What follows belongs to an exercise in optimizing a design on an open flow for small area and a short achievable clock period; a production flow would make more cautious choices.
Only simulation tests tie the RTL to the original design; equivalence was not proved.
Power is estimated from default activity; no workload was simulated.

$ cat flow/design.v
package debug_pkg;
    localparam int xlen = 32;
    localparam int gpr_count = 32;
    localparam logic [7:0] cmdtype_access_reg = 8'd0;
    typedef logic [15:0] regno_t;
    localparam regno_t gpr_first = 16'h1000;
    localparam regno_t gpr_last  = 16'h101F;
    localparam regno_t csr_dcsr  = 16'h07B0;
    localparam regno_t csr_dpc   = 16'h07B1;
    localparam int dcsr_step_bit    = 2;
    localparam int dcsr_cause_lsb   = 6;
    localparam int dcsr_cause_msb   = 8;
    localparam int dcsr_ebreakm_bit = 15;
    localparam logic [xlen-1:0] dcsr_reset_val = 32'h4000_0000;
    localparam logic [xlen-1:0] gpr_reset_step = 32'h0101_0101;
    localparam logic [xlen-1:0] pc_incr        = 32'd4;
    typedef enum logic [1:0] {
        st_run,
        st_halted,
        st_resuming,
        st_abs_reg
    } seq_state_t;
    typedef enum logic [2:0] {
        cause_none    = 3'd0,
        cause_ebreak  = 3'd1,
        cause_trigger = 3'd2,
        cause_haltreq = 3'd3,
        cause_step    = 3'd4
    } cause_t;
    typedef struct packed {
        logic [7:0] cmdtype;
        logic       transfer;
        logic       write;
        regno_t     regno;
    } cmd_t;
    typedef struct packed {
        logic            halt_req;
        logic            resume_req;
        logic            exec;
        cmd_t            command;
        logic [xlen-1:0] data;
    } dm_req_t;
    typedef struct packed {
        logic            halted;
        logic            done;
        logic            exception;
        logic            haltresume;
        logic [xlen-1:0] data;
    } dm_rsp_t;
    typedef struct packed {
        seq_state_t state;
        logic       write_pc;
        logic       write_pc_ne;
        logic       abstract_done;
        logic       abstract_write;
    } ctrl_sig_t;
    typedef struct packed {
        logic [xlen-1:0] dcsr;
        logic [xlen-1:0] dpc;
    } csr_view_t;
    function automatic logic is_gpr(input regno_t regno);
        is_gpr = ((regno >= gpr_first) && (regno <= gpr_last));
    endfunction
    function automatic logic is_valid_csr(input regno_t regno);
        is_valid_csr = ((regno == csr_dcsr) || (regno == csr_dpc));
    endfunction
endpackage
`timescale 1ns/1ps
module debug_top (
    input  logic            clk,
    input  logic            rst_n,
    input  logic [60:0]     dm_req,
    input  logic            trig,
    input  logic            eb,
    output logic [35:0]     dm_rsp,
    output logic            debug,
    output logic            halted,
    output logic            step_en,
    output logic [31:0]     pc
);
    logic        halt_req, resume_req, exec, transfer, wr;
    logic [7:0]  cmdtype;
    logic [15:0] regno;
    logic [31:0] data;
    assign halt_req   = dm_req[60];
    assign resume_req = dm_req[59];
    assign exec       = dm_req[58];
    assign cmdtype    = dm_req[57:50];
    assign transfer   = dm_req[49];
    assign wr         = dm_req[48];
    assign regno      = dm_req[47:32];
    assign data       = dm_req[31:0];
    logic s_run, s_halt, s_res, s_abs;
    logic debug_q, halted_q;
    logic a_q, e_q;
    logic step_q, ebm_q;
    logic [2:0]  cause_q;
    logic [31:0] dpc_q, pc_q;
    logic [31:0] pc_next;
    logic [3:0] wa_q;
    logic [7:0] wb_q;
    logic wd_q, wp_q, exc_q;
    logic [31:0] gpr [1:31];
    logic entry, ns_run, ns_halt, ns_res, ns_abs;
    logic step_n, ebm_n;
    logic is_gpr, is_dcsr, is_dpc, aar;
    logic use_pc;
    logic [2:0] cause_n;
    logic debug_i;
    assign debug_i = !resume_req && (a_q || (s_run && (trig || halt_req)) || (e_q && eb));
    assign entry   = debug_i && !debug_q;
    dbg_port u_dbg (
        .resume_req (resume_req),
        .halt_req   (halt_req),
        .trig       (trig),
        .eb         (eb),
        .a_q        (a_q),
        .s_run      (s_run),
        .e_q        (e_q),
        .debug      (debug)
    );
    assign ns_abs  = rst_n && s_halt && !resume_req && exec;
    assign ns_res  = rst_n && s_halt && resume_req;
    assign ns_halt = rst_n && ((s_run && debug_i) || s_abs || (s_halt && !resume_req && !exec));
    assign ns_run  = !rst_n || s_res || (s_run && !debug_i);
    assign step_n = !rst_n ? 1'b0 : (wd_q ? data[2]  : step_q);
    assign ebm_n  = !rst_n ? 1'b0 : (wd_q ? data[15] : ebm_q);
    assign is_gpr  = regno[15:5] == 11'h080;
    assign is_dcsr = regno == 16'h07B0;
    assign is_dpc  = regno == 16'h07B1;
    assign aar     = ns_abs && (cmdtype == 8'd0) && transfer;
    assign pc_next = pc_q + 32'd4;
    always_comb begin
        if (trig)                 cause_n = 3'd2;
        else if (eb && ebm_q)     cause_n = 3'd1;
        else if (halt_req)        cause_n = 3'd3;
        else                      cause_n = 3'd4;
    end
    assign use_pc = trig || (eb && (ebm_q || halt_req));
    always_ff @(posedge clk) begin
        s_run    <= ns_run;
        s_halt   <= ns_halt;
        s_res    <= ns_res;
        s_abs    <= ns_abs;
        debug_q  <= rst_n && debug_i;
        halted_q <= rst_n && (halted_q || (debug_i && ns_halt)) && !ns_res;
        a_q      <= rst_n && (debug_i || (ns_run && step_n));
        e_q      <= rst_n && ns_run && ebm_n;
        step_q   <= step_n;
        ebm_q    <= ebm_n;
        for (int j = 0; j < 4; j++) begin
            wa_q[j] <= aar && wr && is_gpr && (regno[4:3] == 2'(j));
        end
        for (int k = 0; k < 8; k++) begin
            wb_q[k] <= regno[2:0] == 3'(k);
        end
        wd_q      <= aar && wr && is_dcsr;
        wp_q      <= aar && wr && is_dpc;
        exc_q     <= aar && !(is_gpr || is_dcsr || is_dpc);
    end
    always_ff @(posedge clk) begin
        if (!rst_n) begin
            cause_q <= 3'd0;
        end else if (entry) begin
            cause_q <= cause_n;
        end
    end
    always_ff @(posedge clk) begin
        if (!rst_n) begin
            pc_q <= 32'd0;
        end else if (s_run && !debug_i) begin
            pc_q <= pc_next;
        end else if (s_res) begin
            pc_q <= dpc_q;
        end
    end
    always_ff @(posedge clk) begin
        if (entry) begin
            dpc_q <= use_pc ? pc_q : pc_next;
        end else if (wp_q) begin
            dpc_q <= data;
        end
    end
    logic [31:0] gd0, gd1;
    assign gd0 = data & {32{rst_n}};
    assign gd1 = data | {32{!rst_n}};
    always_ff @(posedge clk) begin
        for (int i = 1; i < 32; i++) begin
            if (!rst_n || (wa_q[i >> 3] && wb_q[i & 7])) begin
                for (int b = 0; b < 32; b++) begin
                    gpr[i][b] <= ((b % 8) < 5 && ((i >> (b % 8)) & 1) != 0) ? gd1[b] : gd0[b];
                end
            end
        end
    end
    logic [31:0] rdn, rdn_q;
    logic [31:0] rsel;
    logic [32*32-1:0] rin;
    logic sel_dcsr;
    always_comb begin
        rin[31:0] = dpc_q;
        for (int i = 1; i < 32; i++) begin
            rin[i*32 +: 32] = gpr[i];
        end
    end
    rd_dec u_dec (
        .r12  (regno[12]),
        .idx  (regno[4:0]),
        .sel  (rsel),
        .dsel (sel_dcsr)
    );
    rd_mux u_rd (
        .sel  (rsel),
        .din  (rin),
        .dsel (sel_dcsr),
        .dcsr ({1'b0, 1'b1, 14'd0, ebm_q, 6'd0, cause_q, 3'd0, step_q, 2'd0}),
        .qn   (rdn)
    );
    always_ff @(posedge clk) begin
        rdn_q <= rdn;
    end
    assign halted  = halted_q;
    assign step_en = step_q;
    assign pc      = pc_q;
    assign dm_rsp  = {halted_q, s_abs, exc_q, 1'b0, ~rdn_q};
endmodule
module rd_dec (
    input  logic        r12,
    input  logic [4:0]  idx,
    output logic [31:0] sel,
    output logic        dsel
);
    logic [3:0] hi;
    logic [7:0] lo;
    always_comb begin
        for (int j = 0; j < 4; j++) hi[j] = r12 && (idx[4:3] == 2'(j));
        for (int k = 0; k < 8; k++) lo[k] = idx[2:0] == 3'(k);
        sel[0] = !r12 && idx[0];
        for (int i = 1; i < 32; i++) sel[i] = hi[i >> 3] && lo[i & 7];
    end
    assign dsel = !r12 && !idx[0];
endmodule
module rd_mux (
    input  logic [31:0]       sel,
    input  logic [32*32-1:0]  din,
    input  logic              dsel,
    input  logic [31:0]       dcsr,
    output logic [31:0]       qn
);
    localparam logic [31:0] dcsr_bits = 32'h4000_81C4;
    for (genvar b = 0; b < 32; b++) begin : g_bit
        logic [10:0] n;
        logic [2:0]  p;
        for (genvar k = 0; k < 10; k++) begin : g_grp
            aoi222 u_g (
                .a1(sel[3*k]),   .a2(din[(3*k)*32 + b]),
                .b1(sel[3*k+1]), .b2(din[(3*k+1)*32 + b]),
                .c1(sel[3*k+2]), .c2(din[(3*k+2)*32 + b]),
                .y(n[k])
            );
        end
        if (dcsr_bits[b]) begin : g_d
            aoi222 u_g (
                .a1(sel[30]), .a2(din[30*32 + b]),
                .b1(sel[31]), .b2(din[31*32 + b]),
                .c1(dsel),    .c2(dcsr[b]),
                .y(n[10])
            );
        end else begin : g_nd
            assign n[10] = !((sel[30] && din[30*32 + b]) || (sel[31] && din[31*32 + b]));
        end
        assign p[0] = !(&n[3:0]);
        assign p[1] = !(&n[7:4]);
        assign p[2] = !(&n[10:8]);
        assign qn[b] = !(|p);
    end
endmodule
module dbg_port (
    input  logic resume_req,
    input  logic halt_req,
    input  logic trig,
    input  logic eb,
    input  logic a_q,
    input  logic s_run,
    input  logic e_q,
    output logic debug
);
    assign debug = !resume_req && (a_q || (s_run && (trig || halt_req)) || (e_q && eb));
endmodule
module aoi222 (
    input  logic a1, a2, b1, b2, c1, c2,
    output logic y
);
    assign y = !((a1 && a2) || (b1 && b2) || (c1 && c2));
endmodule
$ cat flow/flow/run.sh
#!/bin/bash
# Standard layout, with plain buffers on the ports instead of the delay
# buffers that buffer_ports picks by default.
set -e
export BUFFER_PORTS_ARGS="-buffer_cell sky130_fd_sc_hd__buf_2"
bash standard.sh MATCH_CELL_FOOTPRINT=0 finish > standard.log 2>&1
$ cat flow/standard.sh
#!/bin/bash
# synth_recipe.tcl (not shown) runs the flow's synth.tcl, then flattens the netlist and writes it again
# the make line also repeats each setting of config.mk as NAME=value (left out here)
make -C /OpenROAD-flow-scripts/flow DESIGN_CONFIG=/design/flow/config.mk WORK_HOME=/design/flow/orfs CLKGATE_MAP_FILE= SYNTH_SCRIPT=/design/flow/synth_recipe.tcl "${@:-finish}"
$ cat flow/config.mk
export PLATFORM = sky130hd
export DESIGN_NAME = debug_top
export DESIGN_NICKNAME = debug_top
export VERILOG_FILES = /design/flow/design.v
export SDC_FILE = /design/flow/constraint.sdc
export NUM_CORES = 4
export LEC_CHECK = 0
export CAP_MARGIN = 20
export CORE_MARGIN = 2
export CORE_UTILIZATION = 40
export CTS_BUF_LIST = sky130_fd_sc_hd__clkbuf_16
export CTS_CLUSTER_DIAMETER = 100
export CTS_CLUSTER_SIZE = 24
export SETUP_SLACK_MARGIN = 2.9
export SLEW_MARGIN = 20
export SYNTH_HIERARCHICAL = 1
export SYNTH_MINIMUM_KEEP_SIZE = 0
$ cat flow/constraint.sdc
create_clock -name core_clock -period 5.5 [get_ports {clk}]
set_input_delay 1.1000 -clock core_clock [delete_from_list [all_inputs] [get_ports {clk}]]
set_output_delay 1.1000 -clock core_clock [all_outputs]
set_load 0.01 [all_outputs]
==> results of run 1 <==
## layer usage
metal / GRT usage / vias up
li1: - / 10300
met1: 0.336 / 13100
met2: 0.395 / 1653
met3: 0.0367 / 158
met4: 0.0589 / 0
met5: 0 / -
## cell usage in the layout (no fill, tap or decap), types with 26 or more instances in the layout
cell / netlist / routed
a21oi_1: 36 / 34
a222oi_1: 327 / 327
a22o_1: 26 / 26
buf_12: 0 / 28
buf_2: 12 / 124
buf_4: 5 / 92
clkbuf_16: 0 / 53
dfxtp_1: 92 / 89
edfxtp_1: 1024 / 1024
inv_1: 34 / 74
nand2_1: 157 / 125
nand3_1: 28 / 28
nand4_1: 81 / 81
nor2_1: 69 / 37
nor2_4: 0 / 50
o21ai_0: 47 / 47
## per-module statistics from Yosys (local to each module, per instance)
module,flops+latches,area [µm²]
dbg_port,0,15.0
rd_mux,0,1140
debug_top,1116,35900
aoi222,0,10.0
rd_dec,0,256
## worst max-delay path: stages, from the launching register on
cell and delay, ns:
dfxtp_1 0.65, inv_1 0.08, buf_2 0.15
## flip-flops by register name, summed over array words and instances, names as in the netlist, 3 cells and up
register and cells:
wb_q 8, wa_q 4, gpr 992, pc_q 32, rdn_q 32, cause_q 3
dpc_q 32
## repair_timing
| action | CTS | global route |
|---|---|---|
| gates resized for setup | 57 | 32 |
| cloned | 21 | 0 |
| hold endpoints to repair | 0 | 0 |
| setup endpoints to repair | 202 | 439 |
| pin swaps | 43 | 36 |
| setup buffers | 83 | 11 |
| hold buffers | 0 | 0 |
## per-stage QoR
step | hold slack, ns | util | area, µm² | total power, µW | setup slack [ns]
after floorplan | 0.431 | - | 40900 | 10600 | 2.73
after global placement | 0.462 | 0.431 | 43200 | 11100 | 1.67
after detailed placement | 0.483 | 0.433 | 43400 | 11100 | 1.69
after CTS | 0.508 | 0.461 | 46200 | 15300 | 2.82
after global routing | 0.533 | 0.463 | 46400 | 15700 | 2.85
final | 0.516 | 0.463 | 46400 | 15300 | 2.86
## synthesized netlist by cell type, types with 4 or more instances
master	n
a211oi_1	4
a21o_1	5
a21oi_1	36
a221oi_1	4
a222oi_1	327
a22o_1	26
a31oi_1	12
and2_1	36
and3_1	12
buf_2	12
buf_4	5
buf_6	6
clkbuf_1	38
dfxtp_1	92
edfxtp_1	1024
inv_1	34
mux2i_1	5
nand2_1	157
nand2b_1	27
nand3_1	28
nand4_1	81
nand4b_1	6
nor2_1	69
nor2b_1	4
nor3_1	28
nor3b_1	6
nor4_1	17
nor4_2	21
o21a_1	4
o21ai_0	47
o311ai_0	5
or3_1	5
xnor2_1	17
xor2_1	13
## logic make-up after synthesis
group / share of synthesized area
adders and majority gates: 0.000309
other: 0.000185
and+or+nand+nor: 0.0711
xor gates and xnor gates: 0.00648
DFF: 0.804
AOI/OAI and AO/OA: 0.105
muxes: 0.00179
buffers and inverters: 0.0111
## worst max path at each step
stage | endpoint | slack, ns | depth (start not counted)
2_1_floorplan | gpr[5][0] | 2.73 | 4
3_3_place_gp | rdn_q[21] | 1.67 | 6
3_5_place_dp | rdn_q[2] | 1.69 | 6
4_1_cts | rdn_q[28] | 2.82 | 7
5_1_grt | debug | 2.85 | 4
6_report | dm_rsp[12] | 2.86 | 2
## power groups by stage
| stage | combinational [µW] | clock, µW | sequential [µW] |
|---|---|---|---|
| finish | 956 | 4340 | 10000 |
| global route | 1010 | 4660 | 10100 |
| CTS | 934 | 4370 | 10000 |
| detailed placement | 870 | 0 | 10200 |
| global placement | 845 | 0 | 10200 |
| floorplan | 462 | 0 | 10100 |
## area by class of cell
cell class              count  area (µm²)  share of cell area
clock inverters            44         184             0.00396
flip-flops and latches   1116       32600               0.702
multi-input cells        1064        8300               0.179
well taps                1357        1700              0.0366
repair buffers            265        2210              0.0477
inverters                  35         131             0.00283
clock buffers              53        1330              0.0286
==> summary.md, run 1 <==
| Metric | Value |
|---|---|
| Hold endpoint | pc_q[0] |
| Via density | about 6.4 |
| Max-slew headroom at the worst pin | 0.258 |
| Largest net degree at the start of global routing | 63 |
| CTS Buffer Depth | 3 |
| M1 WL | approximately 49000 µm |
| Reg2Reg Setup Slack | 2.89 ns |
| Crit share post-route | 0.479 |
| Post-Route Skew | between 0.03 and 0.04 ns |
| Final Max Tran Viols | 0 |
| CTS root buffer | clkbuf_16 |
| Placed cells | 3722 |
| Final setup vio count | 0 |
| Internal power | 11900 µW |
| Htree depth | 2 |
| Post-detail-place hpwl | just over 70000 µm |
| DRC errors left | 0 |
| RSZ-0062 raised after global routing | yes |
| Filler cell count | between 8000 and 9000 |
| Final Hold Viols | 0 |
| Iter 0 DRT Violations | between 4000 and 5000 |
| Area grow syn2layout | 14.6% |
| Post-synth top flop | edfxtp_1 |
| DIE WIDTH | between 300 and 400 µm |
| FF-to-FF Start | pc_q[4] |
| Status | complete, no violations |
| Main area contributors after synthesis | edfxtp_1 76%, a222oi_1 8.1%, dfxtp_1 4.5%, nand2_1 1.5%, nand4_1 1.3% |
| Hold/Removal Path Class | reg2reg |
| Area of the core | ~0.10 mm² |
| DIE HEIGHT | 322 µm |
| # rows | around 120 |
| Max Cap Viol | 0 |
| CTS tree | yes |
| Static leakage | 0.0154 µW |
| Ports | ~140 |
| Syn Inst Count | 2258 |
| Finished Layout Cells | ~4000 |
| CP Max Fanout | 1 |
| Least-Margin Pin Slew | ~1.1 ns |
| Async S/R FF share, synth | 0 |
| Mapped Area | a little over 0.04 mm² |
| Min-delay src | pc_q[0] |
| Post-route ant nets | 0 |
| Clock Sinks | 1116 |
| R2r endpoint | pc_q[21] |
| First-pass iteration count of the detailed router | 9 |
| CP Capture Type | output port |
| Highest routed layer | met4 |
| Sequential area share after synthesis | 0.804 |
| FF-to-FF path depth | 5 |
| Initial antenna violation count | 2 |
| Net Switching | roughly 3500 µW |
| Worst setup SP type | flop |
| Routability cong. | 0.858 |
| Critical path data required time | 4.40 ns |
| Global-route wire length before repair | roughly 180000 µm |
| Flop pwr share | 0.655 |
| Clock Latency Late Sink | between 0.6 and 0.7 ns |
| Setup crit start | rdn_q[12] |
| Syn_area_per_cell | approximately 18 µm² |
| N_diodes | 0 |
| Clock power frac | 0.283 |
| Starting Density | 0.404 |
| Area fraction of the dominant cell type after synthesis | 0.759 |
| Reg clk slew, reported paths | 0.11 ns |
| Max VDD drop | ~0.00025 V |
| Ratio of cells with drive above 1 in the final layout | 0.185 |
| DR vias | roughly 25000 |
| Arrival @ worst endpoint | approximately 1.5 ns |
| Post-synth EDFFs | just over 1000 |
| Unique masters post-synth | 64 |
| Met3 wire length | 13400 µm |
| Wirelength per Cell | roughly 32 µm |
| Setup TNS | 0 ns |
| Tot GR Track Use | 0.240 |
| Yosys warning total | 9 |
| WL met2 | 60300 µm |
| Number of port buffers | between 100 and 150 |
| Die Area | 0.104 mm² |
| Minimum clock period | 2.64 ns |
| Total power per unit cell area | ~330 mW/mm² |
| Largest area contributor in the netlist | edfxtp_1 |
| Final WL | between 100000 and 150000 µm |
| Grt ovf | 0 |
| Crit Path Category | reg2out |
| Synth Register Bits | 1116 |
| Logic pwr share | 0.062 |
| Net Count, Synth | about 2300 |
| Min-Delay Path Depth | 2 |
| Sw Share | 0.227 |
| CTS buffer count | 52 |
| FMAX | between 300 and 400 MHz |
| Layout Nets | 2600 |
| Vias in the first global route | approximately 24000 |
==> run 2, diff against run 1 <==
==> flow/flow/run.sh (replaced) <==
#!/bin/bash
# Standard layout, with plain buffers on the ports instead of the delay
# buffers that buffer_ports picks by default.
set -e
export BUFFER_PORTS_ARGS="-buffer_cell sky130_fd_sc_hd__buf_2"
bash standard.sh > standard.log 2>&1
--- a/flow/config.mk
+++ b/flow/config.mk
@@ -12,5 +12,5 @@
 export CTS_CLUSTER_DIAMETER = 100
 export CTS_CLUSTER_SIZE = 24
-export SETUP_SLACK_MARGIN = 2.9
+export SETUP_SLACK_MARGIN = 3.1
 export SLEW_MARGIN = 20
 export SYNTH_HIERARCHICAL = 1
==> summary.md, run 2 <==
| Metric | Value |
|---|---|
| Largest area contributor in the netlist | edfxtp_1 |
| FMAX | approximately 380 MHz |
| Arrival @ worst endpoint | roughly 1.5 ns |
| Reg clk slew, reported paths | approximately 0.090 ns |
| Max-slew headroom at the worst pin | 0.272 |
| Die Area | 0.104 mm² |
| Post-route ant nets | 0 |
| DIE HEIGHT | about 320 µm |
| Least-Margin Pin Slew | ~1.1 ns |
| Max Cap Viol | 0 |
| Post-Route Skew | roughly 0.031 ns |
| Top post-synthesis cells by count | 1024 x edfxtp_1, 327 x a222oi_1, 157 x nand2_1 |
| Most frequent cells in the layout | 1024 x edfxtp_1, 327 x a222oi_1, 132 x buf_4 |
| Syn_area_per_cell | 17.9 µm² |
| Critical path data required time | ~4.4 ns |
| Status | complete, no violations |
| Routability cong. | ~0.88 |
| CP Capture Type | output port |
| Post-synth top flop | edfxtp_1 |
| CTS Buffer Depth | 3 |
| Yosys warning total | 9 |
| Most flops, register | gpr |
| Hold/Removal Path Class | reg2reg |
| Area of the core | 0.100 mm² |
| Synth Register Bits | about 1100 |
| Storage cell area | ~0.033 mm² |
| Filler cell count | 8360 |
| Largest register FFs | 992 |
| Worst setup SP type | primary input |
| Total power per unit cell area | 323 mW/mm² |
| Static leakage | ~0.016 µW |
| Mapped Area | about 0.041 mm² |
| Most common cell after layout, fill and taps aside | edfxtp_1 |
| Tot GR Track Use | 0.238 |
| Crit share post-route | 0.479 |
| CTS tree | yes |
| Sequential area share after synthesis | 0.804 |
| Ratio of cells with drive above 1 in the final layout | 0.230 |
| Hold Buf Count CTS | 0 |
| Placed cells | about 3700 |
| Iter 0 DRT Violations | between 4000 and 5000 |
| Design Power | 15400 µW |
| Area fraction of the dominant cell type after synthesis | 0.759 |
| Initial antenna violation count | 2 |
| Clock Sinks | 1116 |
| CTS root buffer | clkbuf_16 |
| Final Hold Viols | 0 |
| Area grow syn2layout | 18.0% |
| Finished Layout Cells | 4027 |
| Wirelength per Cell | 32.2 µm |
| # rows | between 100 and 150 |
| Main area contributors after synthesis | edfxtp_1 76%, a222oi_1 8.1%, dfxtp_1 4.5%, nand2_1 1.5%, nand4_1 1.3% |
| Minimum clock period | around 2.6 ns |
| Layout Nets | between 2000 and 3000 |
| Clock Latency Late Sink | 0.66 ns |
| Grt ovf | 0 |
| Vias in the first global route | around 24000 |
| Largest net degree at the start of global routing | 65 |
| Final setup vio count | 0 |
| Cell with the most instances after synthesis | edfxtp_1 |
| Post-layout worst setup margin | roughly 2.9 ns |
| Final WL | roughly 130000 µm |
| Htree depth | 2 |
| Multi-input combinational cell area | 0.00834 mm² |
| Via density | between 6 and 7 |
| Post-detail-place hpwl | between 70000 and 80000 µm |
| Final Max Tran Viols | 0 |
| CTS buffer count | 52 |
| First-pass iteration count of the detailed router | 9 |
| Starting Density | 0.404 |
| RSZ-0062 raised after global routing | yes |
| Final Core Density | 0.477 |
| CP Max Fanout | 2 |
| Setup TNS | 0 ns |
| Post-synth EDFFs | around 1000 |
| DRC errors left | 0 |
| Max VDD drop | 0.000220 V |
| Unique masters post-synth | 64 |
| Ports | about 140 |
| DIE WIDTH | approximately 320 µm |
| Crit Path Category | in2out |
| Net Count, Synth | around 2300 |
| Syn Inst Count | 2258 |
| Global-route wire length before repair | between 150000 and 200000 µm |
| Placement Setup Slack | 1.64 ns |
| DR vias | ~26000 |
| Async S/R FF share, synth | 0 |
| Number of port buffers | between 100 and 150 |
## run 2: cell types whose count changed in the layout (fill, tap and decap cells not counted), sizes merged
cell	before	now
buf	264	353
bufinv	0	1
clkbuf	54	62
clkinv	2	1
diode	0	2
inv	77	78
nand2b	27	28
nor2	90	82
## run 2: where the power goes
group	internal, µW	total (µW)	switching (µW)
Clock	1820	4400	2580
Sequential	9840	10000	206
Combinational	273	1000	729
Total	11900	15400	3520
## run 2: what timing repair did
action                                  CTS  global route
pin swaps                                57            98
gates resized for setup                 103            77
endpoints found under the setup margin  465           101
gates cloned                             14             9
setup buffers                           103            81
## run 2: worst paths after layout
path	start	endpoint	slack [ns]	depth (start not counted)
worst max-delay path	eb	debug	2.86	4
worst min-delay path	pc_q[0]	pc_q[0]	0.51	2
worst max register to register	s_run	dpc_q[18]	3.21	4
worst min register to register	pc_q[0]	pc_q[0]	0.51	2
## run 2: cells by family (layout without fill, tap and decap cells)
kind of cell	Yosys count	count (layout)	synth area share
compound gates	481	481	0.105
xor+xnor	30	30	0.00648
fa+ha+maj	1	1	0.000309
buf+inv	99	495	0.0111
flops	1116	1116	0.804
mux	7	7	0.00179
other cells	2	4	0.000185
simple gates	522	536	0.0711
## run 2: final cells by class
class	instances	area share
flip-flops and latches	1116	0.683
multi-input cells	1057	0.174
repair buffers	362	0.0720
well taps	1357	0.0355
clock buffers	53	0.0277
clock inverters	45	0.00440
inverters	35	0.00275
diodes	2	0.000105
## run 2: worst max-delay path: stages
cell,delay (ns)
buf_8,0.10
a21oi_4,0.13
a21oi_2,0.07
buf_2,0.14
## run 2: layer usage
layer	vias up	wire [µm]	track usage
met5	-	0	0
met3	177	14500	0.0336
met1	13200	50600	0.342
met4	0	3460	0.0546
met2	1764	61300	0.384
li1	10500	-	-
## run 2: per-module statistics from Yosys, one instance, submodules excluded
| module | cells inside | times used | flops+latches |
|---|---|---|---|
| aoi222 | 1 | 326 | 0 |
| dbg_port | 3 | 1 | 0 |
| rd_mux | 160 | 1 | 0 |
| debug_top | 1719 | 1 | 1116 |
| rd_dec | 50 | 1 | 0 |
## run 2: per-stage QoR
step | instance area [µm²] | hold WS [ns]
6_report | 47800 | 0.506
5_1_grt | 47800 | 0.522
4_1_cts | 46500 | 0.496
3_5_place_dp | 43400 | 0.481
3_3_place_gp | 43300 | 0.457
2_1_floorplan | 41100 | 0.431
==> run 3, diff against run 2 <==
--- a/flow/config.mk
+++ b/flow/config.mk
@@ -12,5 +12,5 @@
 export CTS_CLUSTER_DIAMETER = 100
 export CTS_CLUSTER_SIZE = 24
-export SETUP_SLACK_MARGIN = 3.1
+export SETUP_SLACK_MARGIN = 2.8
 export SLEW_MARGIN = 20
 export SYNTH_HIERARCHICAL = 1
==> summary.md, run 3 <==
| Metric | Value |
|---|---|
| Status | complete, no violations |
| CP Max Fanout | 17 |
| Static leakage | about 0.015 µW |
| CTS tree | yes |
| Mapped Area | just over 0.04 mm² |
| Post-route ant nets | 0 |
| Slowest cell on crit path | nor4_4 |
| Ratio of cells with drive above 1 in the final layout | 0.178 |
| Top post-synthesis cells by count | 1024 x edfxtp_1, 327 x a222oi_1, 157 x nand2_1 |
| Syn_area_per_cell | 17.9 µm² |
| Syn Inst Count | ~2300 |
| Most frequent cells in the layout | 1024 x edfxtp_1, 327 x a222oi_1, 129 x buf_2 |
| Main area contributors after synthesis | edfxtp_1 76%, a222oi_1 8.1%, dfxtp_1 4.5%, nand2_1 1.5%, nand4_1 1.3% |
| Post-layout worst setup margin | about 2.7 ns |
| Ports | between 100 and 150 |
| Crit. path cell count | 8 |
| Yosys warning total | 9 |
| Post-DP Area | roughly 0.043 mm² |
| Crit path to | rdn_q[27] |
| Htree depth | 2 |
| Clock Sinks | about 1100 |
| Async S/R FF share, synth | 0 |
| Cell with the most instances after synthesis | edfxtp_1 |
| Max VDD drop | about 0.00026 V |
| Via density | between 6 and 7 |
| Worst hold slack | between 0.5 and 0.6 ns |
| Starting Density | 0.404 |
| DIE WIDTH | between 300 and 400 µm |
| Area of the core | 0.100 mm² |
| Synth Register Bits | ~1100 |
| CP peak stage delay | 0.39 ns |
| Hold/Removal Path Class | reg2reg |
| Arrival @ worst endpoint | about 3.4 ns |
| Placement Setup Slack | between 1 and 1.5 ns |
| CTS buffer count | 52 |
| Reg clk slew, reported paths | ~0.10 ns |
| Finished Cell Area | approximately 0.046 mm² |
| Clock Latency Late Sink | roughly 0.66 ns |
| # rows | 116 |
| Largest net degree at the start of global routing | 79 |
| Filler cell count | 8519 |
| DR vias | 24900 |
| CTS root buffer | clkbuf_16 |
| Wirelength per Cell | roughly 32 µm |
| Sequential area share after synthesis | 0.804 |
| Vias in the first global route | 23600 |
| Crit Path Category | in2reg |
| First-pass iteration count of the detailed router | 7 |
| Largest register FFs | a little under 1000 |
| Die Area | 0.104 mm² |
| Area fraction of the dominant cell type after synthesis | 0.759 |
| FMAX | 353 MHz |
| Minimum clock period | about 2.8 ns |
| Most common cell after layout, fill and taps aside | edfxtp_1 |
| Global-route wire length before repair | between 150000 and 200000 µm |
| Worst setup SP type | primary input |
| R2r endpoint | dpc_q[30] |
| CP Capture Type | flop |
| Largest area contributor in the netlist | edfxtp_1 |
| Setup crit start | dm_req[33] |
| Area grow syn2layout | 13.8% |
| Final setup vio count | 0 |
| Unique masters post-synth | 64 |
| Post-synth top flop | edfxtp_1 |
| Top cell by count, worst path | buf_4 |
| Final Hold Viols | 0 |
| Post-synth EDFFs | 1024 |
| Post-Route Skew | ~0.028 ns |
| Most flops, register | gpr |
| N_diodes | 0 |
| Least-Margin Pin Slew | ~1.1 ns |
| Routability cong. | 0.854 |
| CTS Buffer Depth | 3 |
| DIE HEIGHT | 322 µm |
| Final Max Tran Viols | 0 |
| Tot GR Track Use | 0.237 |
| Crit-path cells | buf_2 > nand4b_1 > buf_4 > nor2_4 > buf_4 > a222oi_1 > nand4_1 > nor4_4 |
| Buffers plus inverters on the worst setup path | 3 |
| Final Core Density | 0.460 |
| Net Count, Synth | ~2300 |
| Max Cap Viol | 0 |
| Crit share post-route | 0.515 |
| Setup TNS | 0 ns |
| Reg2Reg Setup Slack | between 3 and 4 ns |
| FF-to-FF Start | pc_q[2] |
| Iter 0 DRT Violations | ~4500 |
| Number of port buffers | about 130 |
| FF-to-FF path depth | 6 |
| Initial antenna violation count | 3 |
| Critical path data required time | about 6 ns |
| Final WL | approximately 130000 µm |
| CP delay by family, top | simple AND/OR/NAND/NOR gates |
| Grt ovf | 0 |
| Post-detail-place hpwl | just over 70000 µm |
| Max-slew headroom at the worst pin | 0.254 |
| RSZ-0062 raised after global routing | yes |
| DRC errors left | 0 |
| Layout Nets | 2592 |
| Total power per unit cell area | around 330 mW/mm² |
run 3: cell counts after synthesis:
No cell type changed its count.
run 3: worst min path at each step:
stage / startpoint / end / slack, ns / cells after the start
global route: s_halt / halted_q / 0.53 / 1
CTS: s_halt / halted_q / 0.50 / 1
finish: s_halt / halted_q / 0.51 / 1
detailed placement: s_halt / halted_q / 0.48 / 1
global placement: s_halt / halted_q / 0.47 / 1
floorplan: cause_q[0] / cause_q[0] / 0.43 / 2
run 3: per-module statistics from Yosys, one instance, submodules excluded:
module,flip-flops and latches,cells
dbg_port,0,3
aoi222,0,1
debug_top,1116,1719
rd_mux,0,160
rd_dec,0,50
run 3: cell families (layout without fill, tap and decap cells):
family                   after synthesis  after routing  share of synthesized area
flip-flops                          1116           1116                      0.804
AND/OR/NAND/NOR                      522            543                     0.0711
AO/OA/AOI/OAI                        481            481                      0.105
buffers and inverters                 99            388                     0.0111
XOR/XNOR                              30             30                    0.00648
multiplexers                           7              7                    0.00179
other                                  2              2                   0.000185
adder cells (fa/ha/maj)                1              1                   0.000309
run 3: worst reg2reg max path, cell delays in order (launching register included):
cell,delay (ns)
dfxtp_1,0.54
ha_1,0.33
nand3_4,0.17
nor4_4,0.58
nand4_2,0.23
or3_1,0.35
a31oi_1,0.16
run 3: final cells by class:
cell class / instances / area, µm² / share of cell area
flip-flops and latches: 1116 / 32600 / 0.707
inverters: 35 / 131 / 0.00285
well taps: 1357 / 1700 / 0.0368
repair buffers: 257 / 1990 / 0.0431
clock inverters: 43 / 178 / 0.00385
multi-input cells: 1064 / 8190 / 0.178
clock buffers: 53 / 1330 / 0.0288
run 3: power breakdown:
| part | switching, µW | leakage, µW | internal [µW] |
|---|---|---|---|
| logic | 704 | 0.00378 | 233 |
| clock network | 2560 | 0.000875 | 1770 |
| registers | 208 | 0.0106 | 9840 |
run 3: stage by stage:
stage / power, µW / instances
after detailed placement: 11100 / 3724
after global placement: 11100 / 3717
after CTS: 15300 / 3903
after floorplan: 10600 / 2258
final: 15300 / 3925
after global routing: 15700 / 3925
run 3: what timing repair did:
item,4_1_cts,5_1_grt
pin swaps,35,13
gates cloned,21,0
hold buffers,0,0
setup endpoints to repair,346,31
setup buffers,62,20
gates resized for setup,42,10
run 3: metal layers:
layer  global-route usage  share of wire  up-vias
met3               0.0488           0.12      160
met2                0.380           0.47     1652
met5                    0        0.00010        -
met1                0.331           0.39    12800
met4               0.0620          0.027        2
li1                     -              -    10300
==> run 4, diff against run 3 <==
--- a/flow/config.mk
+++ b/flow/config.mk
@@ -12,5 +12,5 @@
 export CTS_CLUSTER_DIAMETER = 100
 export CTS_CLUSTER_SIZE = 24
-export SETUP_SLACK_MARGIN = 2.8
+export SETUP_SLACK_MARGIN = 2.7
 export SLEW_MARGIN = 20
 export SYNTH_HIERARCHICAL = 1
==> summary.md, run 4 <==
| Metric | Value |
|---|---|
| Status | complete, but fails checks |
| Blocking Checks | antenna rules |
| Net Count, Synth | approximately 2300 |
| Sequential area share after synthesis | 0.804 |
| Arrival @ worst endpoint | about 3.4 ns |
| Htree depth | 2 |
| Reg2Reg Setup Slack | 2.96 ns |
| Starting Density | 0.404 |
| Minimum clock period | approximately 2.8 ns |
| DR vias | roughly 25000 |
| Async S/R FF share, synth | 0 |
| CTS tree | yes |
| Largest area contributor in the netlist | edfxtp_1 |
| Top post-synthesis cells by count | 1024 x edfxtp_1, 327 x a222oi_1, 157 x nand2_1 |
| CP Capture Type | flop |
| Mapped Area | between 0.04 and 0.05 mm² |
| Final Hold Viols | 0 |
| Final WL | about 120000 µm |
| Most frequent cells in the layout | 1024 x edfxtp_1, 327 x a222oi_1, 130 x buf_2 |
| Hold/Removal Path Class | reg2reg |
| Post-route ant nets | 1 |
| Die Area | slightly above 0.1 mm² |
| Max Cap Viol | 0 |
| RSZ-0062 raised after global routing | yes |
| Worst setup SP type | primary input |
| Area grow syn2layout | 11.9% |
| Most common cell after layout, fill and taps aside | edfxtp_1 |
| Number of port buffers | roughly 130 |
| Routability cong. | around 0.86 |
| Finished Layout Cells | ~3900 |
| Total power per unit cell area | roughly 340 mW/mm² |
| Wirelength per Cell | just over 30 µm |
| Crit share post-route | 0.516 |
| Crit Path Category | in2reg |
| Most flops, register | gpr |
| Clock Latency Late Sink | 0.65 ns |
| Area fraction of the dominant cell type after synthesis | 0.759 |
| Iter 0 DRT Violations | between 4000 and 5000 |
| Tot GR Track Use | 0.226 |
| Cell with the most instances after synthesis | edfxtp_1 |
| Grt ovf | 0 |
| Clock Sinks | between 1000 and 1500 |
| DRC errors left | 0 |
| Max-slew headroom at the worst pin | 0.193 |
| CTS Buffer Depth | 3 |
| # rows | ~120 |
| Placed cells | 3734 |
| Reg clk slew, reported paths | roughly 0.090 ns |
| Synth Register Bits | between 1000 and 1500 |
| DIE WIDTH | 322 µm |
| Setup TNS | 0 ns |
| Layout Nets | 2533 |
| Hold Buf Count CTS | 0 |
| CTS root buffer | clkbuf_16 |
| Via density | approximately 6.3 |
| First-pass iteration count of the detailed router | 9 |
| DIE HEIGHT | between 300 and 400 µm |
| Area of the core | approximately 0.1 mm² |
| Final setup vio count | 0 |
| Ports | around 140 |
| Critical path data required time | approximately 6.0 ns |
| Syn Inst Count | 2258 |
| Post-synth EDFFs | 1024 |
| CTS buffer count | 53 |
| Largest net degree at the start of global routing | 63 |
| Post-Route Skew | between 0.03 and 0.04 ns |
| Final Max Tran Viols | 0 |
| Vias in the first global route | around 23000 |
| CP Max Fanout | 18 |
| FMAX | between 300 and 400 MHz |
| Yosys warning total | 9 |
| Least-Margin Pin Slew | 1.21 ns |
| Initial antenna violation count | 4 |
| Main area contributors after synthesis | edfxtp_1 76%, a222oi_1 8.1%, dfxtp_1 4.5%, nand2_1 1.5%, nand4_1 1.3% |
| Largest register FFs | between 900 and 1000 |
| Unique masters post-synth | 64 |
| Syn_area_per_cell | ~18 µm² |
| Max VDD drop | approximately 0.00026 V |
| Global-route wire length before repair | ~170000 µm |
| Static leakage | ~0.015 µW |
| Ratio of cells with drive above 1 in the final layout | 0.155 |
| Post-synth top flop | edfxtp_1 |
| Post-detail-place hpwl | about 72000 µm |
[run 4: metal layers]
layer,GRT usage,routed length [µm],part of all wire
met5,0.00185,13,0.00011
met4,0.0588,3060,0.025
met3,0.0504,13300,0.11
met2,0.363,56500,0.47
met1,0.313,47400,0.39
[run 4: layout make-up]
cell class | count | area, µm²
well taps | 1357 | 1700
flip-flops and latches | 1116 | 32600
diodes | 6 | 15.0
inverters | 35 | 131
clock inverters | 43 | 194
fillers | 8636 | 55000
multi-input cells | 1051 | 7990
clock buffers | 53 | 1330
repair buffers | 210 | 1390
[run 4: kinds of logic after synthesis]
family                   synth area share
AO/OA/AOI/OAI                       0.105
XOR/XNOR                          0.00648
adder cells (fa/ha/maj)          0.000309
buffers and inverters              0.0111
flip-flops                          0.804
multiplexers                      0.00179
other                            0.000185
AND/OR/NAND/NOR                    0.0711
[run 4: per-module statistics from Yosys, one instance, submodules excluded]
| module | times used | cells | area, µm² |
|---|---|---|---|
| aoi222 | 326 | 1 | 10.0 |
| rd_dec | 1 | 50 | 256 |
| rd_mux | 1 | 160 | 1140 |
| debug_top | 1 | 1719 | 35900 |
| dbg_port | 1 | 3 | 15.0 |
[run 4: path summary, 6_finish.rpt]
check                           startpoint        end  cells past startpoint
worst max-delay path            dm_req[44]  rdn_q[16]                      7
worst min register to register      s_halt   halted_q                      1
worst max register to register     pc_q[2]  dpc_q[16]                      6
worst min-delay path                s_halt   halted_q                      1
[run 4: worst max-delay path, stage by stage]
cell and delay, ns:
buf_2 0.29, or4b_4 0.59, nor2_4 0.62, buf_16 0.25, a222oi_1 0.11, nand4_1 0.30, nor4_2 0.07
[run 4: per-stage QoR]
| step | total power, µW | hold WS (ns) | cell area, µm² | setup slack, ns | util |
|---|---|---|---|---|---|
| finish | 15300 | 0.495 | 45300 | 2.66 | 0.452 |
| global route | 15700 | 0.534 | 45300 | 2.65 | 0.452 |
| CTS | 15300 | 0.493 | 45200 | 2.70 | 0.451 |
| global placement | 11100 | 0.464 | 43200 | 1.43 | 0.431 |
| floorplan | 10600 | 0.431 | 40600 | 2.50 | - |
| detailed placement | 11100 | 0.476 | 43400 | 1.41 | 0.432 |
[run 4: timing repair]
action | CTS | global route
setup endpoints to repair | 36 | 199
resized for setup | 21 | 5
gates cloned | 8 | 0
setup buffers | 18 | 8
pin swaps | 17 | 11
[run 4: power breakdown]
| part | leakage, µW | internal, µW | switching (µW) |
|---|---|---|---|
| clock network | 0.000886 | 1780 | 2580 |
| logic | 0.00344 | 215 | 685 |
| registers | 0.0106 | 9840 | 199 |
==> run 5, diff against run 4 <==
--- a/flow/config.mk
+++ b/flow/config.mk
@@ -11,6 +11,6 @@
 export CTS_BUF_LIST = sky130_fd_sc_hd__clkbuf_16
 export CTS_CLUSTER_DIAMETER = 100
-export CTS_CLUSTER_SIZE = 24
-export SETUP_SLACK_MARGIN = 2.7
+export CTS_CLUSTER_SIZE = 28
+export SETUP_SLACK_MARGIN = 2.9
 export SLEW_MARGIN = 20
 export SYNTH_HIERARCHICAL = 1
==> summary.md, run 5 <==
| Metric | Value |
|---|---|
| Status | complete, no violations |
| Vias in the first global route | between 20000 and 25000 |
| Global-route wire length before repair | roughly 170000 µm |
| Iter 0 DRT Violations | 4491 |
| Mapped Area | roughly 0.041 mm² |
| Min-Delay Path Depth | 2 |
| CTS root buffer | clkbuf_16 |
| Placed cells | 3719 |
| Largest area contributor in the netlist | edfxtp_1 |
| CP Max Fanout | 4 |
| DR vias | about 24000 |
| Main area contributors after synthesis | edfxtp_1 76%, a222oi_1 8.1%, dfxtp_1 4.5%, nand2_1 1.5%, nand4_1 1.3% |
| RSZ-0062 raised after global routing | yes |
| Least-Margin Pin Slew | around 1.1 ns |
| Area grow syn2layout | 12.9% |
| Via density | 6.28 |
| Crit share post-route | 0.482 |
| # rows | 116 |
| Most flops, register | gpr |
| Number of port buffers | about 130 |
| Tot GR Track Use | 0.230 |
| Worst setup SP type | primary input |
| First-pass iteration count of the detailed router | 7 |
| Htree depth | 2 |
| Post-Route Skew | roughly 0.022 ns |
| Synth Area in Simple Gates | 0.0711 |
| Compound-gate portion of the synthesized area | 0.105 |
| Largest register FFs | 992 |
| Clock Sinks | roughly 1100 |
| Arrival @ worst endpoint | about 1.6 ns |
| Max-slew headroom at the worst pin | 0.243 |
| Routability cong. | ~0.84 |
| Cell with the most instances after synthesis | edfxtp_1 |
| CTS Buffer Depth | 3 |
| FMAX | 377 MHz |
| Area of the core | roughly 0.1 mm² |
| Die Area | about 0.10 mm² |
| Largest net degree at the start of global routing | 64 |
| Crit Path Category | in2out |
| Starting Density | 0.404 |
| Yosys warning total | 9 |
| Grt ovf | 0 |
| Max Cap Viol | 0 |
| Syn_area_per_cell | 17.9 µm² |
| Largest family of logic cells by synthesized area | compound AO/OA/AOI/OAI gates |
| Reg clk slew, reported paths | 0.11 ns |
| Max VDD drop | ~0.00024 V |
| Async S/R FF share, synth | 0 |
| DRC errors left | 0 |
| Static leakage | roughly 0.015 µW |
| Most common cell after layout, fill and taps aside | edfxtp_1 |
| Hold/Removal Path Class | reg2reg |
| Adder-Cell Fraction of Synth Area | 0.000309 |
| Layout Nets | between 2000 and 3000 |
| Fraction of synthesized area in multiplexers | 0.00179 |
| Area fraction of the dominant cell type after synthesis | 0.759 |
| Unique masters post-synth | 64 |
| Final Hold Viols | 0 |
| Wirelength per Cell | approximately 31 µm |
| Critical path data required time | 4.40 ns |
| Minimum clock period | roughly 2.7 ns |
| Final setup vio count | 0 |
| Synth Register Bits | between 1000 and 1500 |
| Syn Inst Count | ~2300 |
| Post-synthesis xor/xnor area fraction | 0.00648 |
| Net Count, Synth | ~2300 |
| CP Capture Type | output port |
| Final WL | 121000 µm |
| CTS buffer count | 45 |
| Post-detail-place hpwl | 72200 µm |
| FF-to-FF path depth | 5 |
| Total power per unit cell area | between 300 and 400 mW/mm² |
| Finished Layout Cells | between 3000 and 4000 |
| Clock Latency Late Sink | 0.64 ns |
| CTS tree | yes |
| Ratio of cells with drive above 1 in the final layout | 0.165 |
| Sequential area share after synthesis | 0.804 |
| Most frequent cells in the layout | 1024 x edfxtp_1, 327 x a222oi_1, 127 x buf_2 |
| Ports | 136 |
| Initial antenna violation count | 1 |
| Post-route ant nets | 0 |
| Post-synth top flop | edfxtp_1 |
| Post-synth EDFFs | just over 1000 |
| DIE HEIGHT | 322 µm |
| DIE WIDTH | 322 µm |
| Final Max Tran Viols | 0 |
| Top post-synthesis cells by count | 1024 x edfxtp_1, 327 x a222oi_1, 157 x nand2_1 |
| Setup TNS | 0 ns |
-- run 5: cell types whose count changed in the layout (fill, tap and decap cells not counted), moves of 4 or more --
cell,previous run,this run
buf_4,67,60
nand2_4,5,15
nor2_2,6,1
clkbuf_16,53,47
nand2_2,25,17
inv_1,74,69
buf_16,3,7
buf_12,6,20
diode_2,6,1
nor2_4,34,47
-- run 5: path summary, 6_finish.rpt --
path | startpoint | end | slack, ns
worst max register to register | pc_q[13] | dpc_q[23] | 2.99
worst max-delay path | dm_req[60] | debug | 2.85
worst min-delay path | pc_q[1] | pc_q[1] | 0.51
worst min register to register | pc_q[1] | pc_q[1] | 0.51
-- run 5: critical path: stages --
cell and delay [ns]:
buf_12 0.11, o21ai_4 0.14, a21oi_2 0.07, buf_2 0.14
-- run 5: Yosys stat by module, one instance, submodules excluded --
| module | copies in the design | area [µm²] | cells inside |
|---|---|---|---|
| debug_top | 1 | 35900 | 1719 |
| rd_dec | 1 | 256 | 50 |
| rd_mux | 1 | 1140 | 160 |
| aoi222 | 326 | 10.0 | 1 |
| dbg_port | 1 | 15.0 | 3 |
-- run 5: cells by family (layout without fill, tap and decap cells) --
logic type,after synthesis,count (layout)
mux,7,7
fa+ha+maj,1,1
buf+inv,99,339
compound gates,481,481
other cells,2,3
simple gates,522,538
xor+xnor,30,30
flops,1116,1116
-- run 5: power by group --
group | leakage, µW | switching [µW] | internal, µW
registers | 0.0106 | 198 | 9840
clock network | 0.000784 | 2480 | 1620
logic | 0.00361 | 695 | 230
-- run 5: final cells by class --
type                       count  area, µm²
tap                         1357       1700
inverter                      35        131
fill                        8584      54500
clock buffer                  47       1180
clock inverter                37        170
antenna                        1       2.50
sequential                  1116      32600
timing repair buffer         220       1740
multi-input combinational   1059       8240
-- run 5: routing by layer --
layer | vias to the layer above | track usage | routed length [µm]
li1 | 10200 | - | -
met4 | 0 | 0.0568 | 3060
met1 | 12600 | 0.316 | 48100
met2 | 1381 | 0.387 | 59300
met5 | - | 0 | 0
met3 | 152 | 0.0303 | 11000
-- run 5: timing repair --
item / 4_1_cts / 5_1_grt
endpoints found under the setup margin: 236 / 90
hold buffers: 0 / 0
setup buffers: 41 / 11
pin swaps: 35 / 18
resized for setup: 48 / 17
endpoints found under the hold margin: 0 / 0
cloned: 16 / 0
-- run 5: through the flow --
step                      worst slack, ns  utilization  hold WS [ns]  total power [µW]  cell area, µm²
after floorplan                      2.75            -         0.431             10600           40900
after detailed placement             1.65        0.433         0.480             11100           43500
after global routing                 2.78        0.456         0.523             15500           45800
final                                2.85        0.456         0.512             15100           45800
after CTS                            2.75        0.454         0.500             15100           45500
after global placement               1.66        0.430         0.476             11000           43100
==> run 6, diff against run 5 <==
--- a/flow/config.mk
+++ b/flow/config.mk
@@ -16,2 +16,3 @@
 export SYNTH_HIERARCHICAL = 1
 export SYNTH_MINIMUM_KEEP_SIZE = 0
+export TNS_END_PERCENT = 20
==> summary.md, run 6 <==
| Metric | Value |
|---|---|
| Final setup vio count | 0 |
| Main area contributors after synthesis | edfxtp_1 76%, a222oi_1 8.1%, dfxtp_1 4.5%, nand2_1 1.5%, nand4_1 1.3% |
| M1 WL | approximately 49000 µm |
| Number of port buffers | ~130 |
| Max VDD drop | 0.000225 V |
| Arrival @ worst endpoint | about 3.2 ns |
| Largest register FFs | between 900 and 1000 |
| Hold Buf Count CTS | 0 |
| Unique masters post-synth | 64 |
| Filler cell count | around 8500 |
| Vias in the first global route | roughly 24000 |
| Post-route ant nets | 0 |
| Yosys warning total | 9 |
| Most common cell after layout, fill and taps aside | edfxtp_1 |
| CP delay by family, top | simple AND/OR/NAND/NOR gates |
| Min-delay src | s_halt |
| Buffers plus inverters on the worst setup path | 4 |
| Met3 wire length | about 12000 µm |
| DIE HEIGHT | around 320 µm |
| Setup TNS | 0 ns |
| Cell with the most instances after synthesis | edfxtp_1 |
| Hold endpoint | halted_q |
| CTS Buffer Depth | 3 |
| Async S/R FF share, synth | 0 |
| RSZ-0062 raised after global routing | yes |
| Post-synth EDFFs | a little over 1000 |
| Max Cap Viol | 0 |
| Finished Layout Cells | around 3900 |
| Post-Route Skew | ~0.023 ns |
| Area fraction of the dominant cell type after synthesis | 0.759 |
| CTS buffer count | 46 |
| Area grow syn2layout | 13.4% |
| Final Max Tran Viols | 0 |
| Clock Sinks | 1116 |
| CP Capture Type | flop |
| Most flops, register | gpr |
| Slowest cell on crit path | a222oi_1 |
| Least-Margin Pin Slew | between 1 and 1.5 ns |
| Synth Register Bits | 1116 |
| Htree depth | 2 |
| Status | complete, no violations |
| Reg clk slew, reported paths | roughly 0.10 ns |
| Starting Density | 0.404 |
| Worst setup SP type | primary input |
| Placed cells | between 3000 and 4000 |
| Top cell by count, worst path | buf_4 |
| Syn Inst Count | between 2000 and 2500 |
| Ports | approximately 140 |
| Final Hold Viols | 0 |
| CP peak stage delay | slightly above 0.4 ns |
| Largest net degree at the start of global routing | 64 |
| Storage cell area | 0.0326 mm² |
| DR vias | ~25000 |
| Minimum clock period | 2.66 ns |
| Largest area contributor in the netlist | edfxtp_1 |
| Most frequent cells in the layout | 1024 x edfxtp_1, 327 x a222oi_1, 126 x buf_2 |
| Crit Path Category | in2reg |
| Grt ovf | 0 |
| Layout Nets | approximately 2600 |
| Mapped Area | approximately 0.041 mm² |
| Worst hold slack | approximately 0.5 ns |
| Syn_area_per_cell | between 15 and 20 µm² |
| DRC errors left | 0 |
| Min-Delay Path Depth | 1 |
| WL met2 | between 50000 and 60000 µm |
| Iter 0 DRT Violations | 4141 |
| Clock Latency Late Sink | about 0.64 ns |
| Reg2Reg Setup Slack | between 2 and 3 ns |
| Post-synth top flop | edfxtp_1 |
| Max-slew headroom at the worst pin | 0.253 |
| Routability cong. | between 0.8 and 0.9 |
| Highest routed layer | met5 |
| Design Power | approximately 15000 µW |
| CTS tree | yes |
| Multi-input combinational cell area | 0.00826 mm² |
| CTS root buffer | clkbuf_16 |
| Tot GR Track Use | 0.232 |
| Hold/Removal Path Class | reg2reg |
| Global-route wire length before repair | 174000 µm |
| R2r endpoint | dpc_q[21] |
| Crit-path cells | buf_2 > or2_4 > buf_4 > buf_4 > nor2_4 > buf_12 > a222oi_1 > nand4_1 > nor3_1 |
| FF-to-FF Start | pc_q[4] |
| First-pass iteration count of the detailed router | 9 |
| CP Max Fanout | 16 |
| Net Count, Synth | between 2000 and 2500 |
| Total power per unit cell area | between 300 and 400 mW/mm² |
| Top post-synthesis cells by count | 1024 x edfxtp_1, 327 x a222oi_1, 157 x nand2_1 |
| Crit share post-route | 0.484 |
| Post-detail-place hpwl | a little over 70000 µm |
| Area of the core | roughly 0.1 mm² |
| Wirelength per Cell | 31.5 µm |
| Final WL | between 100000 and 150000 µm |
| Die Area | 0.104 mm² |
| Ratio of cells with drive above 1 in the final layout | 0.172 |
| FMAX | around 380 MHz |
| Via density | 6.38 |
| # rows | about 120 |
| Final Core Density | 0.458 |
| Critical path data required time | between 6 and 7 ns |
| Static leakage | ~0.015 µW |
| DIE WIDTH | about 320 µm |
| FF-to-FF path depth | 5 |
| Initial antenna violation count | 3 |
| Sequential area share after synthesis | 0.804 |
-- run 6: cell counts after synthesis --
Identical to the previous run, type by type.
-- run 6: how the worst max path moves through the flow --
stage / startpoint / end / depth (start not counted)
3_3_place_gp: dm_req[35] / rdn_q[14] / 6
5_1_grt: rst_n / gpr[15][27] / 2
2_1_floorplan: rst_n / gpr[13][0] / 4
6_report: dm_req[36] / rdn_q[15] / 9
3_5_place_dp: dm_req[35] / rdn_q[26] / 6
4_1_cts: rst_n / gpr[26][7] / 3
-- run 6: power breakdown --
group / leakage [µW] / switching, µW / internal (µW) / total (µW)
Combinational: 0.00370 / 700 / 234 / 934
Sequential: 0.0106 / 199 / 9840 / 10000
Clock: 0.000800 / 2520 / 1650 / 4170
Total: 0.0151 / 3420 / 11700 / 15100
-- run 6: cell families after synthesis --
family                     Yosys count  synth area share
DFF                               1116             0.804
buffers and inverters               99            0.0111
muxes                                7           0.00179
and+or+nand+nor                    522            0.0711
adders and majority gates            1          0.000309
xor gates and xnor gates            30           0.00648
other                                2          0.000185
AOI/OAI and AO/OA                  481             0.105
-- run 6: area by class of cell --
cell class | count | area share
Antenna cell | 1 | 0.0000545
Clock buffer | 49 | 0.0267
Clock inverter | 37 | 0.00357
Inverter | 35 | 0.00286
Multi-Input combinational cell | 1065 | 0.180
Sequential cell | 1116 | 0.709
Tap cell | 1357 | 0.0370
Timing Repair Buffer | 234 | 0.0408
-- run 6: per-module statistics from Yosys, one instance, submodules excluded --
module / cells inside / flops+latches / area, µm² / copies in the design
debug_top: 1719 / 1116 / 35900 / 1
rd_mux: 160 / 0 / 1140 / 1
rd_dec: 50 / 0 / 256 / 1
dbg_port: 3 / 0 / 15.0 / 1
aoi222: 1 / 0 / 10.0 / 326
-- run 6: worst reg2reg max path, stage by stage, from the launching register on --
cell     delay [ns]
dfxtp_1        0.55
nand4_1        0.34
nor4_1         0.88
nand3_1        0.22
xor2_1         0.18
o21ai_0        0.09
-- run 6: timing repair --
item / CTS / global route
gates resized for setup: 32 / 28
cloned: 22 / 0
setup buffers: 54 / 16
endpoints found under the setup margin: 268 / 498
pin swaps: 37 / 18
-- run 6: routing by layer --
metal,vias to the layer above,track usage
met3,167,0.0369
met1,12900,0.325
met2,1552,0.381
li1,10200,-
met4,2,0.0590
met5,-,0
-- run 6: through the flow --
step / cell area (µm²) / setup WS [ns]
global placement: 43100 / 1.67
floorplan: 40900 / 2.75
global route: 45900 / 2.82
CTS: 45700 / 2.65
detailed placement: 43300 / 1.64
finish: 45900 / 2.84
==> run 7, diff against run 6 <==
==> flow/flow/run.sh (replaced) <==
#!/bin/bash
# Standard layout, with plain buffers on the ports instead of the delay
# buffers that buffer_ports picks by default.
set -e
export BUFFER_PORTS_ARGS="-buffer_cell sky130_fd_sc_hd__buf_1"
bash standard.sh > standard.log 2>&1
--- a/flow/config.mk
+++ b/flow/config.mk
@@ -16,3 +16,2 @@
 export SYNTH_HIERARCHICAL = 1
 export SYNTH_MINIMUM_KEEP_SIZE = 0
-export TNS_END_PERCENT = 20
==> summary.md, run 7 <==
| Metric | Value |
|---|---|
| Minimum clock period | about 2.7 ns |
| Clock Sinks | roughly 1100 |
| Die Area | between 0.1 and 0.15 mm² |
| Grt ovf | 0 |
| CTS root buffer | clkbuf_16 |
| Post-layout worst setup margin | between 2 and 3 ns |
| Crit Path Category | in2reg |
| Via density | around 6.4 |
| Unique masters post-synth | 64 |
| RSZ-0062 raised after global routing | yes |
| Post-route ant nets | 0 |
| Finished Cell Area | between 0.04 and 0.05 mm² |
| Ratio of cells with drive above 1 in the final layout | 0.129 |
| Worst hold slack | ~0.5 ns |
| Least-Margin Pin Slew | between 1 and 1.5 ns |
| Vias in the first global route | about 24000 |
| Hold/Removal Path Class | reg2reg |
| Mapped Area | about 0.041 mm² |
| Post-synth EDFFs | slightly above 1000 |
| Area grow syn2layout | 13.3% |
| Largest net degree at the start of global routing | 63 |
| Iter 0 DRT Violations | roughly 5000 |
| DIE HEIGHT | between 300 and 400 µm |
| Most frequent cells in the layout | 1024 x edfxtp_1, 327 x a222oi_1, 125 x nand2_1 |
| Final setup vio count | 0 |
| Setup TNS | 0 ns |
| FF-to-FF Start | pc_q[13] |
| Worst setup SP type | primary input |
| Sequential area share after synthesis | 0.804 |
| Largest register FFs | around 990 |
| Reg2Reg Setup Slack | just over 3 ns |
| Reg clk slew, reported paths | 0.11 ns |
| Hold endpoint | halted_q |
| Final Max Tran Viols | 0 |
| Arrival @ worst endpoint | ~3.2 ns |
| Max Cap Viol | 0 |
| Post-DP Area | ~0.043 mm² |
| Synth Register Bits | about 1100 |
| Post-synth top flop | edfxtp_1 |
| Clock Latency Late Sink | ~0.65 ns |
| DIE WIDTH | approximately 320 µm |
| Post-detail-place hpwl | ~74000 µm |
| Tot GR Track Use | 0.241 |
| Number of port buffers | approximately 130 |
| # rows | around 120 |
| Final Core Density | 0.458 |
| Final Hold Viols | 0 |
| CP Max Fanout | 12 |
| CTS tree | yes |
| Cell with the most instances after synthesis | edfxtp_1 |
| Global-route wire length before repair | approximately 180000 µm |
| Final WL | 127000 µm |
| Main area contributors after synthesis | edfxtp_1 76%, a222oi_1 8.1%, dfxtp_1 4.5%, nand2_1 1.5%, nand4_1 1.3% |
| Max-slew headroom at the worst pin | 0.251 |
| DRC errors left | 0 |
| Syn Inst Count | between 2000 and 2500 |
| Min-Delay Path Depth | 1 |
| Yosys warning total | 9 |
| Routability cong. | 0.865 |
| First-pass iteration count of the detailed router | 12 |
| Async S/R FF share, synth | 0 |
| Placement Setup Slack | approximately 1.4 ns |
| Post-Route Skew | around 0.037 ns |
| Total power per unit cell area | roughly 330 mW/mm² |
| FF-to-FF path depth | 5 |
| Syn_area_per_cell | 17.9 µm² |
| CP Capture Type | flop |
| Crit share post-route | 0.489 |
| Area of the core | 0.100 mm² |
| DR vias | between 20000 and 30000 |
| Initial antenna violation count | 5 |
| Starting Density | 0.404 |
| Critical path data required time | between 6 and 7 ns |
| FMAX | roughly 370 MHz |
| Most common cell after layout, fill and taps aside | edfxtp_1 |
| Net Count, Synth | 2324 |
| Most flops, register | gpr |
| Area fraction of the dominant cell type after synthesis | 0.759 |
| Static leakage | 0.0148 µW |
| Status | complete, no violations |
| Max VDD drop | about 0.00032 V |
| Min-delay src | s_halt |
| CTS buffer count | 45 |
| Ports | around 140 |
| Largest area contributor in the netlist | edfxtp_1 |
| R2r endpoint | pc_q[21] |
| Wirelength per Cell | 32.6 µm |
| Htree depth | 2 |
| Top post-synthesis cells by count | 1024 x edfxtp_1, 327 x a222oi_1, 157 x nand2_1 |
| Layout Nets | approximately 2600 |
| Hold Buf Count CTS | 0 |
| CTS Buffer Depth | 3 |
-- run 7: cell counts after synthesis --
Identical to the previous run, type by type.
-- run 7: logic make-up (layout without fill, tap and decap cells) --
logic type	Yosys count	count (layout)	synth area share
xor gates and xnor gates	30	30	0.00648
AOI/OAI and AO/OA	481	481	0.105
buffers and inverters	99	375	0.0111
muxes	7	7	0.00179
and+or+nand+nor	522	540	0.0711
DFF	1116	1116	0.804
other	2	4	0.000185
adders and majority gates	1	1	0.000309
-- run 7: worst max path at each step --
stage          startpoint    endpoint  slack (ns)  cells after the start
2_1_floorplan       rst_n  gpr[13][0]        2.75                      4
3_3_place_gp   dm_req[32]    rdn_q[2]        1.44                      6
3_5_place_dp   dm_req[33]   rdn_q[26]        1.38                      7
4_1_cts                eb       debug        2.86                      4
5_1_grt          pc_q[13]    pc_q[21]        2.84                      5
6_report       dm_req[44]   rdn_q[15]        2.81                     10
-- run 7: layout make-up --
class	count	area (µm²)
Clock buffer	45	1130
Sequential cell	1116	32600
Timing Repair Buffer	259	1940
Clock inverter	36	171
Antenna cell	2	5.00
Tap cell	1357	1700
Multi-Input combinational cell	1061	8240
Inverter	35	131
Fill cell	8537	54400
-- run 7: Yosys stat by module (local to each module, per instance) --
module     cells  cell area (µm²)  flops+latches
aoi222         1             10.0              0
rd_mux       160             1140              0
dbg_port       3             15.0              0
debug_top   1719            35900           1116
rd_dec        50              256              0
-- run 7: metal layers --
layer / global-route usage / part of all wire / vias to the layer above
met5: 0 / 0 / -
met4: 0.0665 / 0.030 / 0
met3: 0.0421 / 0.12 / 197
met2: 0.387 / 0.47 / 1843
met1: 0.339 / 0.38 / 12900
li1: - / - / 10200
-- run 7: power breakdown --
part / switching (µW) / leakage [µW] / internal [µW] / total [µW]
Sequential: 216 / 0.0106 / 9840 / 10100
Combinational: 711 / 0.00343 / 224 / 935
Clock: 2480 / 0.000754 / 1570 / 4050
-- run 7: metrics by stage --
stage / std cells / power [µW]
2_1_floorplan: 2258 / 10600
4_1_cts: 3899 / 15000
3_3_place_gp: 3724 / 11100
5_1_grt: 3909 / 15400
6_report: 3911 / 15000
3_5_place_dp: 3729 / 11100
-- run 7: repair_timing --
action / 4_1_cts / 5_1_grt
setup buffers: 71 / 10
gates cloned: 18 / 0
endpoints found under the setup margin: 224 / 37
resized for setup: 64 / 21
pin swaps: 45 / 19
-- run 7: worst max-delay path: stages --
cell and delay, ns:
buf_6 0.14, nand4_1 0.09, buf_4 0.12, buf_6 0.13, nor2_4 0.04, buf_12 0.15, buf_4 0.16, a222oi_1 0.82
nand4_1 0.27, nor3_1 0.22
==> run 8, diff against run 7 <==
--- a/flow/config.mk
+++ b/flow/config.mk
@@ -11,5 +11,5 @@
 export CTS_BUF_LIST = sky130_fd_sc_hd__clkbuf_16
 export CTS_CLUSTER_DIAMETER = 100
-export CTS_CLUSTER_SIZE = 28
+export CTS_CLUSTER_SIZE = 24
 export SETUP_SLACK_MARGIN = 2.9
 export SLEW_MARGIN = 20
==> summary.md, run 8 <==
| Metric | Value |
|---|---|
| Number of port buffers | between 100 and 150 |
| CP Max Fanout | 2 |
| Final Hold Viols | 0 |
| Starting Density | 0.404 |
| Final setup vio count | 0 |
| CTS root buffer | clkbuf_16 |
| Least-Margin Pin Slew | ~1.1 ns |
| Post-synth top flop | edfxtp_1 |
| Die Area | 0.104 mm² |
| Hold/Removal Path Class | reg2reg |
| Via density | about 6.4 |
| Sequential area share after synthesis | 0.804 |
| Routability cong. | slightly below 0.9 |
| Final WL | 128000 µm |
| Async S/R FF share, synth | 0 |
| Total power per unit cell area | roughly 330 mW/mm² |
| Max VDD drop | 0.000245 V |
| Most frequent cells in the layout | 1024 x edfxtp_1, 327 x a222oi_1, 125 x nand2_1 |
| Reg clk slew, reported paths | about 0.09 ns |
| Static leakage | roughly 0.015 µW |
| Buffers plus inverters on the worst setup path | 2 |
| Unique masters post-synth | 64 |
| CP Capture Type | output port |
| Arrival @ worst endpoint | 1.54 ns |
| DIE HEIGHT | between 300 and 400 µm |
| Min-Delay Path Depth | 1 |
| Largest net degree at the start of global routing | 63 |
| Worst hold slack | about 0.51 ns |
| Worst setup SP type | primary input |
| Minimum clock period | about 2.6 ns |
| Area fraction of the dominant cell type after synthesis | 0.759 |
| Post-Route Skew | between 0.02 and 0.03 ns |
| Crit-path cells | buf_8 > o21ai_2 > a21oi_2 > buf_2 |
| Final Max Tran Viols | 0 |
| Tot GR Track Use | 0.242 |
| Post-detail-place hpwl | 74300 µm |
| Post-route ant nets | 0 |
| Yosys warning total | 9 |
| FMAX | 379 MHz |
| CTS tree | yes |
| Clock Latency Late Sink | ~0.65 ns |
| First-pass iteration count of the detailed router | 7 |
| Htree depth | 2 |
| Most flops, register | gpr |
| DRC errors left | 0 |
| DR vias | ~25000 |
| Clock Sinks | about 1100 |
| Area grow syn2layout | 13.8% |
| Crit share post-route | 0.480 |
| DIE WIDTH | approximately 320 µm |
| Initial antenna violation count | 7 |
| Largest register FFs | around 990 |
| Largest area contributor in the netlist | edfxtp_1 |
| Design Power | 15300 µW |
| Crit. path cell count | 4 |
| FF-to-FF path depth | 6 |
| Iter 0 DRT Violations | 5272 |
| Max Cap Viol | 0 |
| Status | complete, no violations |
| Vias in the first global route | roughly 24000 |
| RSZ-0062 raised after global routing | yes |
| CTS Buffer Depth | 3 |
| Syn Inst Count | around 2300 |
| Layout Nets | roughly 2600 |
| Mapped Area | approximately 0.041 mm² |
| Ratio of cells with drive above 1 in the final layout | 0.131 |
| Syn_area_per_cell | 17.9 µm² |
| Most common cell after layout, fill and taps aside | edfxtp_1 |
| Top post-synthesis cells by count | 1024 x edfxtp_1, 327 x a222oi_1, 157 x nand2_1 |
| Wirelength per Cell | 32.6 µm |
| Synth Register Bits | around 1100 |
run 8: cell counts after synthesis:
Identical to the previous run, type by type.
run 8: final cells by class:
cell class	count	area (µm²)
fillers	8490	54200
flip-flops and latches	1116	32600
multi-input cells	1061	8240
repair buffers	255	1940
well taps	1357	1700
clock buffers	53	1330
clock inverters	44	188
inverters	35	131
diodes	2	5.00
run 8: per-layer routing:
metal,track usage,share of wire,up-vias
met5,0,0.00013,-
met3,0.0387,0.11,210
met1,0.339,0.39,13000
met4,0.0715,0.031,2
li1,-,-,10300
met2,0.389,0.47,1776
run 8: power by group:
group | total (µW) | switching [µW] | internal (µW)
Combinational | 934 | 711 | 222
Sequential | 10100 | 216 | 9840
Clock | 4320 | 2550 | 1770
run 8: kinds of logic (layout without fill, tap and decap cells):
kind of cell,after synthesis,after routing,synth area share
multiplexers,7,7,0.00179
AO/OA/AOI/OAI,481,481,0.105
flip-flops,1116,1116,0.804
AND/OR/NAND/NOR,522,540,0.0711
XOR/XNOR,30,30,0.00648
buffers and inverters,99,387,0.0111
other,2,4,0.000185
adder cells (fa/ha/maj),1,1,0.000309
run 8: stage by stage:
step,std cells,area (µm²)
2_1_floorplan,2258,40900
3_3_place_gp,3724,43100
3_5_place_dp,3729,43300
4_1_cts,3913,45900
5_1_grt,3921,46100
6_report,3923,46100
run 8: timing repair:
item / 4_1_cts / 5_1_grt
hold buffers: 0 / 0
gates cloned: 18 / 0
setup endpoints to repair: 199 / 41
gates resized for setup: 64 / 24
endpoints found under the hold margin: 0 / 0
setup buffers: 69 / 7
pin swaps: 44 / 23
run 8: worst paths after layout:
kind                start   endpoint  slack (ns)
setup / recovery     trig      debug        2.86
hold / removal     s_halt   halted_q        0.51
setup reg to reg  pc_q[2]  dpc_q[30]        3.02
hold reg to reg    s_halt   halted_q        0.51
run 8: modules after synthesis (local to each module, per instance):
| module | copies in the design | cells inside |
|---|---|---|
| rd_dec | 1 | 50 |
| debug_top | 1 | 1719 |
| dbg_port | 1 | 3 |
| aoi222 | 326 | 1 |
| rd_mux | 1 | 160 |

Setup slack of run 8, layout unchanged: 2.863 ns with ideal ports, 2.820 ns with driving cells assumed (clock clkbuf_16, inputs buf_2), 2.201 ns with port delays also shifted by the 0.697 ns mid clock arrival.
